What follows belongs to an exercise in optimizing a design on an open flow for small area, a short achievable clock period and few clock cycles; a production flow would make more cautious choices. In this exercise RTL edits were held to simulation tests only and were not proved equivalent to the original. Power and IR drop assume default switching activity.

### flow/design.v
`default_nettype none
package hashCpuPkg;
    localparam int DATA_W     = 32;
    localparam int REG_ADDR_W = 5;
    localparam int NUM_REGS   = 32;
    localparam int SHAMT_W    = 5;
    localparam int OPCODE_W   = 6;
    localparam int FUNC_W     = 6;
    localparam int IMM_W      = 16;
    localparam int STATE_W    = 2;
    localparam logic [OPCODE_W-1:0] OP_RTYPE = 6'b000000;
    localparam logic [OPCODE_W-1:0] OP_ADDI  = 6'b001000;
    localparam logic [OPCODE_W-1:0] OP_HTYPE = 6'b011100;
    localparam logic [FUNC_W-1:0] FN_SLL = 6'h00;
    localparam logic [FUNC_W-1:0] FN_SRL = 6'h02;
    localparam logic [FUNC_W-1:0] FN_ADD = 6'h20;
    localparam logic [FUNC_W-1:0] FN_SUB = 6'h22;
    localparam logic [FUNC_W-1:0] FN_AND = 6'h24;
    localparam logic [FUNC_W-1:0] FN_OR  = 6'h25;
    localparam logic [FUNC_W-1:0] FN_XOR = 6'h26;
    localparam logic [FUNC_W-1:0] FN_SLT = 6'h2a;
    localparam logic [FUNC_W-1:0] FN_CH  = 6'h01;
    localparam logic [FUNC_W-1:0] FN_MAJ = 6'h02;
    localparam logic [FUNC_W-1:0] FN_PAR = 6'h03;
    localparam logic [STATE_W-1:0] ST_IDLE = 2'd0;
    localparam logic [STATE_W-1:0] ST_EXEC = 2'd1;
    localparam logic [STATE_W-1:0] ST_DONE = 2'd2;
    typedef union packed {
        struct packed {
            logic [OPCODE_W-1:0]   opcode;
            logic [REG_ADDR_W-1:0] rs;
            logic [REG_ADDR_W-1:0] rt;
            logic [REG_ADDR_W-1:0] rd;
            logic [SHAMT_W-1:0]    shamtRu;  
            logic [FUNC_W-1:0]     func;
        } rType;
        struct packed {
            logic [OPCODE_W-1:0]   opcode;
            logic [REG_ADDR_W-1:0] rs;
            logic [REG_ADDR_W-1:0] rt;
            logic [IMM_W-1:0]      imm;
        } iType;
    } instr_u;
endpackage
`default_nettype wire
`timescale 1ns/1ps
`default_nettype none
module hashFunc (
    input  wire logic [hashCpuPkg::DATA_W-1:0] dataX,
    input  wire logic [hashCpuPkg::DATA_W-1:0] dataY,
    input  wire logic [hashCpuPkg::DATA_W-1:0] dataZ,
    input  wire logic [hashCpuPkg::FUNC_W-1:0] hashFunc,
    output logic [hashCpuPkg::DATA_W-1:0]      hashResult
);
    always_comb begin
        case (hashFunc)
            hashCpuPkg::FN_CH:  hashResult = (dataX & dataY) | (~dataX & dataZ);  
            hashCpuPkg::FN_MAJ: hashResult = (dataX & dataY) | (dataX & dataZ)
                                           | (dataY & dataZ);
            hashCpuPkg::FN_PAR: hashResult = dataX ^ dataY ^ dataZ;
            default:            hashResult = '0;
        endcase
    end
endmodule
`default_nettype wire
`timescale 1ns/1ps
`default_nettype none
module intAlu (
    input  wire logic [hashCpuPkg::DATA_W-1:0]  operandA,
    input  wire logic [hashCpuPkg::DATA_W-1:0]  operandB,
    input  wire logic [hashCpuPkg::DATA_W-1:0]  immExt,
    input  wire logic                           useImm,
    input  wire logic [hashCpuPkg::FUNC_W-1:0]  aluFunc,
    input  wire logic [hashCpuPkg::SHAMT_W-1:0] shamt,
    output logic [hashCpuPkg::DATA_W-1:0]       aluResult
);
    logic [hashCpuPkg::DATA_W-1:0] operandSel;
    logic                          shiftLeft;
    logic [hashCpuPkg::DATA_W-1:0] shiftStage [0:hashCpuPkg::SHAMT_W];
    logic [hashCpuPkg::DATA_W-1:0] shiftOut;
    function automatic logic [hashCpuPkg::DATA_W-1:0] bitReverse(
        input logic [hashCpuPkg::DATA_W-1:0] word
    );
        logic [hashCpuPkg::DATA_W-1:0] rev;
        for (int i = 0; i < hashCpuPkg::DATA_W; i++) begin
            rev[i] = word[hashCpuPkg::DATA_W-1-i];
        end
        bitReverse = rev;
    endfunction
    assign operandSel = useImm ? immExt : operandB;  
    assign shiftLeft  = (aluFunc == hashCpuPkg::FN_SLL);
    assign shiftStage[0] = shiftLeft ? bitReverse(operandSel) : operandSel;
    for (genvar lvl = 0; lvl < hashCpuPkg::SHAMT_W; lvl++) begin : g_shiftLvl
        assign shiftStage[lvl+1] = shamt[lvl] ? (shiftStage[lvl] >> (1 << lvl))
                                              : shiftStage[lvl];  
    end
    assign shiftOut = shiftLeft ? bitReverse(shiftStage[hashCpuPkg::SHAMT_W])
                                : shiftStage[hashCpuPkg::SHAMT_W];
    always_comb begin
        case (aluFunc)
            hashCpuPkg::FN_ADD: aluResult = operandA + operandSel;
            hashCpuPkg::FN_SUB: aluResult = operandA - operandSel;
            hashCpuPkg::FN_AND: aluResult = operandA & operandSel;
            hashCpuPkg::FN_OR:  aluResult = operandA | operandSel;
            hashCpuPkg::FN_XOR: aluResult = operandA ^ operandSel;
            hashCpuPkg::FN_SLT: aluResult = {{(hashCpuPkg::DATA_W-1){1'b0}},
                                             $signed(operandA) < $signed(operandSel)};
            hashCpuPkg::FN_SLL,
            hashCpuPkg::FN_SRL: aluResult = shiftOut;
            default:            aluResult = '0;
        endcase
    end
endmodule
`default_nettype wire
`timescale 1ns/1ps
`default_nettype none
module regFile (
    input  wire logic                              clk,
    input  wire logic                              reset,
    input  wire logic [hashCpuPkg::REG_ADDR_W-1:0] rdAddrA,
    input  wire logic [hashCpuPkg::REG_ADDR_W-1:0] rdAddrB,
    input  wire logic [hashCpuPkg::REG_ADDR_W-1:0] rdAddrC,
    input  wire logic [hashCpuPkg::REG_ADDR_W-1:0] wrAddr,
    input  wire logic                              wrEn,
    input  wire logic [hashCpuPkg::DATA_W-1:0]     wrData,
    output logic [hashCpuPkg::DATA_W-1:0]          rdDataA,
    output logic [hashCpuPkg::DATA_W-1:0]          rdDataB,
    output logic [hashCpuPkg::DATA_W-1:0]          rdDataC
);
    logic [hashCpuPkg::DATA_W-1:0] regs [0:hashCpuPkg::NUM_REGS-1];
    always_ff @(posedge clk) begin
        if (reset) begin
            for (int i = 0; i < hashCpuPkg::NUM_REGS; i++) begin
                regs[i] <= '0;
            end
        end else if (wrEn && wrAddr != '0) begin
            regs[wrAddr] <= wrData;  
        end
    end
    assign rdDataA = regs[rdAddrA];
    assign rdDataB = regs[rdAddrB];
    assign rdDataC = regs[rdAddrC];
endmodule
`default_nettype wire
`timescale 1ns/1ps
`default_nettype none
module hashCtrl (
    input  wire logic                              clk,
    input  wire logic                              reset,
    input  wire logic                              instrReq,
    input  wire hashCpuPkg::instr_u                instr,
    input  wire logic [hashCpuPkg::DATA_W-1:0]     aluResult,
    input  wire logic [hashCpuPkg::DATA_W-1:0]     hashResult,
    output logic [hashCpuPkg::REG_ADDR_W-1:0]      rdAddrA,
    output logic [hashCpuPkg::REG_ADDR_W-1:0]      rdAddrB,
    output logic [hashCpuPkg::REG_ADDR_W-1:0]      rdAddrC,
    output logic [hashCpuPkg::REG_ADDR_W-1:0]      wrAddr,
    output logic                                   wrEn,
    output logic [hashCpuPkg::DATA_W-1:0]          wrData,
    output logic [hashCpuPkg::FUNC_W-1:0]          aluFunc,
    output logic                                   useImm,
    output logic [hashCpuPkg::SHAMT_W-1:0]         shamt,
    output logic [hashCpuPkg::DATA_W-1:0]          immExt,
    output logic [hashCpuPkg::FUNC_W-1:0]          hashFunc,
    output logic                                   instrAck,
    output logic [hashCpuPkg::DATA_W-1:0]          result
);
    logic [hashCpuPkg::STATE_W-1:0] state;
    hashCpuPkg::instr_u             instrReg;
    logic                           selAlu;     
    logic                           selHash;    
    logic [hashCpuPkg::DATA_W-1:0]  selResult;
    always_ff @(posedge clk) begin
        if (state == hashCpuPkg::ST_IDLE && instrReq) begin
            instrReg <= instr;  
        end
    end
    assign rdAddrA = instrReg.rType.rs;
    assign rdAddrB = instrReg.rType.rt;
    assign rdAddrC = instrReg.rType.shamtRu;  
    assign shamt   = instrReg.rType.shamtRu;  
    assign immExt  = {{(hashCpuPkg::DATA_W - hashCpuPkg::IMM_W){
                          instrReg.iType.imm[hashCpuPkg::IMM_W-1]}},
                      instrReg.iType.imm};
    assign hashFunc = instrReg.rType.func;
    always_comb begin
        aluFunc = instrReg.rType.func;
        useImm  = 1'b0;
        selAlu  = 1'b0;
        selHash = 1'b0;
        wrAddr  = instrReg.rType.rd;
        case (instrReg.rType.opcode)
            hashCpuPkg::OP_RTYPE: begin
                selAlu = (instrReg.rType.func == hashCpuPkg::FN_ADD) ||
                         (instrReg.rType.func == hashCpuPkg::FN_SUB) ||
                         (instrReg.rType.func == hashCpuPkg::FN_AND) ||
                         (instrReg.rType.func == hashCpuPkg::FN_OR)  ||
                         (instrReg.rType.func == hashCpuPkg::FN_XOR) ||
                         (instrReg.rType.func == hashCpuPkg::FN_SLT) ||
                         (instrReg.rType.func == hashCpuPkg::FN_SLL) ||
                         (instrReg.rType.func == hashCpuPkg::FN_SRL);
            end
            hashCpuPkg::OP_ADDI: begin
                aluFunc = hashCpuPkg::FN_ADD;  
                useImm  = 1'b1;
                selAlu  = 1'b1;
                wrAddr  = instrReg.iType.rt;   
            end
            hashCpuPkg::OP_HTYPE: begin
                selHash = (instrReg.rType.func == hashCpuPkg::FN_CH)  ||
                          (instrReg.rType.func == hashCpuPkg::FN_MAJ) ||
                          (instrReg.rType.func == hashCpuPkg::FN_PAR);
            end
            default: begin
                selAlu  = 1'b0;  
                selHash = 1'b0;
            end
        endcase
    end
    assign selResult = selAlu  ? aluResult  :
                       selHash ? hashResult : '0;
    assign wrData = selResult;
    assign wrEn   = (state == hashCpuPkg::ST_EXEC) && (selAlu || selHash);  
    always_ff @(posedge clk) begin
        if (reset) begin
            state    <= hashCpuPkg::ST_IDLE;
            instrAck <= 1'b0;
            result   <= '0;
        end else begin
            case (state)
                hashCpuPkg::ST_IDLE: begin
                    if (instrReq) begin
                        state <= hashCpuPkg::ST_EXEC;
                    end
                end
                hashCpuPkg::ST_EXEC: begin
                    result   <= selResult;
                    instrAck <= 1'b1;
                    state    <= hashCpuPkg::ST_DONE;
                end
                hashCpuPkg::ST_DONE: begin
                    if (!instrReq) begin
                        instrAck <= 1'b0;  
                        state    <= hashCpuPkg::ST_IDLE;
                    end
                end
                default: state <= hashCpuPkg::ST_IDLE;
            endcase
        end
    end
endmodule
`default_nettype wire
`timescale 1ns/1ps
`default_nettype none
module hashCpu (
    input  wire logic                          clk,
    input  wire logic                          reset,
    input  wire logic                          instrReq,
    input  wire logic [31:0]                   instr,     
    output logic                               instrAck,
    output logic [hashCpuPkg::DATA_W-1:0]      result
);
    logic [hashCpuPkg::REG_ADDR_W-1:0] rdAddrA;
    logic [hashCpuPkg::REG_ADDR_W-1:0] rdAddrB;
    logic [hashCpuPkg::REG_ADDR_W-1:0] rdAddrC;
    logic [hashCpuPkg::REG_ADDR_W-1:0] wrAddr;
    logic                              wrEn;
    logic [hashCpuPkg::DATA_W-1:0]     wrData;
    logic [hashCpuPkg::DATA_W-1:0]     rdDataA;
    logic [hashCpuPkg::DATA_W-1:0]     rdDataB;
    logic [hashCpuPkg::DATA_W-1:0]     rdDataC;
    logic [hashCpuPkg::FUNC_W-1:0]     aluFunc;
    logic                              useImm;
    logic [hashCpuPkg::SHAMT_W-1:0]    shamt;
    logic [hashCpuPkg::DATA_W-1:0]     immExt;
    logic [hashCpuPkg::FUNC_W-1:0]     hashSel;
    logic [hashCpuPkg::DATA_W-1:0]     aluResult;
    logic [hashCpuPkg::DATA_W-1:0]     hashResult;
    hashCtrl u_ctrl (
        .clk        (clk),
        .reset      (reset),
        .instrReq   (instrReq),
        .instr      (instr),
        .aluResult  (aluResult),
        .hashResult (hashResult),
        .rdAddrA    (rdAddrA),
        .rdAddrB    (rdAddrB),
        .rdAddrC    (rdAddrC),
        .wrAddr     (wrAddr),
        .wrEn       (wrEn),
        .wrData     (wrData),
        .aluFunc    (aluFunc),
        .useImm     (useImm),
        .shamt      (shamt),
        .immExt     (immExt),
        .hashFunc   (hashSel),
        .instrAck   (instrAck),
        .result     (result)
    );
    regFile u_regFile (
        .clk     (clk),
        .reset   (reset),
        .rdAddrA (rdAddrA),
        .rdAddrB (rdAddrB),
        .rdAddrC (rdAddrC),  
        .wrAddr  (wrAddr),
        .wrEn    (wrEn),
        .wrData  (wrData),
        .rdDataA (rdDataA),
        .rdDataB (rdDataB),
        .rdDataC (rdDataC)
    );
    intAlu u_intAlu (
        .operandA  (rdDataA),
        .operandB  (rdDataB),
        .immExt    (immExt),
        .useImm    (useImm),
        .aluFunc   (aluFunc),
        .shamt     (shamt),
        .aluResult (aluResult)
    );
    hashFunc u_hashFunc (
        .dataX      (rdDataA),
        .dataY      (rdDataB),
        .dataZ      (rdDataC),
        .hashFunc   (hashSel),
        .hashResult (hashResult)
    );
endmodule
`default_nettype wire
### flow/run.sh
#!/bin/bash
# synth_recipe.tcl (not shown) runs the flow's synth.tcl, then flattens the netlist and writes it again
# the make line also repeats each setting of config.mk as NAME=value (left out here)
make -C /OpenROAD-flow-scripts/flow DESIGN_CONFIG=/design/flow/config.mk WORK_HOME=/design/flow/orfs CLKGATE_MAP_FILE= SYNTH_SCRIPT=/design/flow/synth_recipe.tcl finish
### flow/config.mk
export PLATFORM = sky130hd
export DESIGN_NAME = hashCpu
export DESIGN_NICKNAME = hashCpu
export VERILOG_FILES = /design/flow/design.v
export SDC_FILE = /design/flow/constraint.sdc
export NUM_CORES = 4
export LEC_CHECK = 0
export CAP_MARGIN = 20
export CORE_MARGIN = 2
export CORE_UTILIZATION = 40
export SLEW_MARGIN = 20
### flow/constraint.sdc
create_clock -name core_clock -period 8.0 [get_ports {clk}]
set_input_delay 1.6000 -clock core_clock [delete_from_list [all_inputs] [get_ports {clk}]]
set_output_delay 1.6000 -clock core_clock [all_outputs]
set_load 0.01 [all_outputs]
==> impl_metrics.json <==
{
  "grt_max_degree": 95,
  "dp_cells": 8482,
  "power.density_nw_per_um2": 228,
  "yosysUniqueCellTypes": 92,
  "routedWlPerCell_um": 39.2,
  "tightest_slew_ns": 1.30,
  "first_iter_violations": 11500,
  "utilization": 0.445,
  "cts.hold.buffers_added": 0,
  "synth_cells": 6236,
  "p_sw_frac": 0.356,
  "worst_slack_ns": 0.483,
  "clockPowerShare": 0.312,
  "grt_antenna_before_repair": 13,
  "place_worst_setup_slack_ns": 0.830,
  "dr.pass1.iters": 8,
  "synth-seq-area-share": 0.440,
  "post-cts-setup-buffers": 0,
  "area_growth_pct": 10.8,
  "peakVddDrop_v": 0.000226,
  "end_kind": "flop",
  "yosysMostFrequentCell": "nor2_1",
  "die_y_um": 435,
  "drive_gt1_frac": 0.208,
  "synth_top_area_share": 0.426,
  "hpwl_mm": 208,
  "synth_edf_count": 1056,
  "max_freq_mhz": 133,
  "synthTopCellsByCount": "1139 x nor2_1, 1056 x edfxtp_1, 673 x mux2i_1",
  "syn_area_um2": 74400,
  "nets": 6286,
  "htree_levels": 3,
  "critical_path_required_ns": 8.47,
  "max_stage_delay_ns": 1.06,
  "detail-route-antenna-nets": 0,
  "die_area_um2": 189000,
  "setup.reg_to_reg.worst_slack_ns": 0.48,
  "drv_cap": 0,
  "cts_buffers": 120,
  "clock-skew-final_ns": 0.0630,
  "vias": 62300,
  "via_per_inst": 7.15,
  "clk_pin_slew_ns": 0.07,
  "start_util": 0.402,
  "period_minus_slack_ns": 7.52,
  "drc": 0,
  "synthFlopType": "edfxtp_1",
  "gp_congestion": 1.06,
  "cts_sinks": 1106,
  "fin_crit_sh": 0.940,
  "worstPathArrival_ns": 7.99,
  "yosysTopAreaCell": "edfxtp_1",
  "comb_power_share": 0.323,
  "fin_setup_tns_ns": 0,
  "cts_root_buf": "clkbuf_16",
  "synth.area.top_cells": "edfxtp_1 43%, mux4_2 17%, mux2i_1 9.1%",
  "power_mw": 18.8,
  "row_count": 158,
  "status": "no timing/DRC/antenna violations",
  "grt_first_pass_wirelength_mm": 468,
  "grtUsageTotal": 0.349,
  "p_int_mw": 12.1,
  "tritoncts": "done",
  "die_x_um": 435,
  "syn_avg_cell_area_um2": 11.9,
  "cp_slowest_cell": "nor4_2",
  "crit_top_cell": "a21oi_1",
  "clockBufferDepth": 3,
  "switchingPower_mw": 6.69,
  "crit_end": "u_regFile.regs[11][30]",
  "relSlewSlack": 0.131,
  "core_um2": 185000,
  "hold_class": "flop to flop",
  "worstSetupPathType": "flop to flop",
  "worst_skew_pair.late_latency_ns": 0.82,
  "hold_viol": 0,
  "r2r-end": "u_regFile.regs[11][30]",
  "maxSlewViolCount": 0,
  "async_reset_ff_frac": 0,
  "port_buffers": 67,
  "worstRegToRegCells": 21,
  "grt_pass1_vias": 59100,
  "worstSetupStartpointType": "flop",
  "fin_cells": 8722,
  "ioPinCount": 68,
  "leakagePower_nw": 28.8,
  "ys_warn_count": 5,
  "wl_mm": 342,
  "cp_cell_sequence": "or2_2 -> buf_4 -> a21oi_1 -> nor4_2 -> a21oi_1 -> ha_1 -> inv_1 -> a21oi_1 -> o21bai_1 -> a21oi_1 -> nor2b_1 -> o21ai_0 -> a211oi_1 -> o31ai_1 -> buf_4 -> a311oi_1 -> xnor2_1 -> a211oi_1 -> or2_1 -> buf_12 -> nor2_1",
  "grt_overflow": 0,
  "finalSetupViolCount": 0,
  "seqPwrFrac": 0.365,
  "rsz0062_at_grt": "false",
  "synth-seq-cells": 1106,
  "crit_fanout": 31,
  "cts_resized": 0
}
-- power groups by stage --
stage               Clock [mW]  Sequential [mW]  Combinational [mW]
CTS                       5.86             6.84                5.81
floorplan                    0             6.77                3.82
global route              6.06             6.87                6.25
detailed placement           0             6.96                5.78
global placement             0             6.94                5.76
finish                    5.86             6.86                6.06
-- how the worst min path moves through the flow --
stage,depth (start not counted),start,to,slack [ns]
6_report,1,u_ctrl.instrReg[23],flop,0.48
5_1_grt,1,u_ctrl.instrReg[23],flop,0.50
4_1_cts,1,u_ctrl.instrReg[23],flop,0.48
3_5_place_dp,1,u_ctrl.instrReg[23],flop,0.46
3_3_place_gp,1,u_ctrl.instrReg[24],flop,0.47
2_1_floorplan,1,u_ctrl.instrReg[25],flop,0.45
-- cell families after synthesis --
logic type	count (synthesis)	share of synthesized area
AO/OA/AOI/OAI	1192	0.109
XOR/XNOR	24	0.00283
adder cells (fa/ha/maj)	126	0.0246
buffers and inverters	718	0.0460
flip-flops	1106	0.440
multiplexers	1308	0.274
other	1	0.0000504
AND/OR/NAND/NOR	1761	0.104
-- layout by cell type, fill, tap and decap left out, types with 108 or more instances in the layout --
cell          n
a21oi_1     330
a22oi_1     325
buf_4       248
clkbuf_16   123
edfxtp_1   1056
inv_1       110
mux2i_1     673
mux4_2      575
nand2_1     200
nor2_1     1132
o21ai_0     108
-- critical path: cells and delay by family (launching register included) --
kind / cells / cell delay [ns]
XOR/XNOR: 1 / 0.10
AND/OR/NAND/NOR: 5 / 2.48
flip-flops: 1 / 0.60
adder cells (fa/ha/maj): 1 / 0.68
buffers and inverters: 4 / 1.11
AO/OA/AOI/OAI: 10 / 2.12
-- layer usage --
metal	GRT usage	wire length, um	vias to the layer above
met5	0	65	-
met4	0.212	24700	8
met3	0.130	53400	1323
met2	0.502	144000	5806
met1	0.446	119000	31200
li1	-	-	24000
-- state kept, by name (all words and copies together), names as in the netlist, named ones only --
signal	count
u_ctrl.instrAck	1
u_ctrl.instrReg	32
u_ctrl.result	32
u_ctrl.state	2
u_regFile.regs	1024
-- layout make-up --
cell class | count | area [um^2]
Antenna cell | 12 | 30.0
Clock buffer | 162 | 3280
Clock inverter | 65 | 748
Fill cell | 17000 | 103000
Inverter | 112 | 420
Multi-Input combinational cell | 4443 | 39000
Sequential cell | 1106 | 32700
Tap cell | 2480 | 3100
Timing Repair Buffer | 342 | 3070
-- stage by stage --
step,hold WS [ns],instance area (um^2)
after floorplan,0.449,74500
after global placement,0.465,78300
after detailed placement,0.461,78300
after CTS,0.481,82400
after global routing,0.499,82400
final,0.480,82400
Testbench counts, summed over its fixed seeds: cycles 48,000.

## re-timing with driven ports
The results above use ideal ports. As a check the final layout listed here was re-extracted and re-timed, cells and wires unchanged. Step 1 assumes that a clkbuf_16 drives the clock port and a buf_2 every other input. Step 2 adds t to the input delays and takes it off the output delays; t is the mean of the earliest and latest rising clock arrival at the registers after step 1. Input paths then give back, and output paths get back, about the clock's delay inside the block. Slacks: ideal / step 1 / step 2; pairs: ideal / step 1.
shift t [ns]: 0.879
setup WS [ns]: 0.483 / 0.483 / 0.483
worst hold slack (ns): 0.480 / 0.480 / 0.480
After both steps setup and hold are still met in this run. For this run, drivers alone change the setup slack by 0.000 ns; drivers and shift together by 0.000 ns.
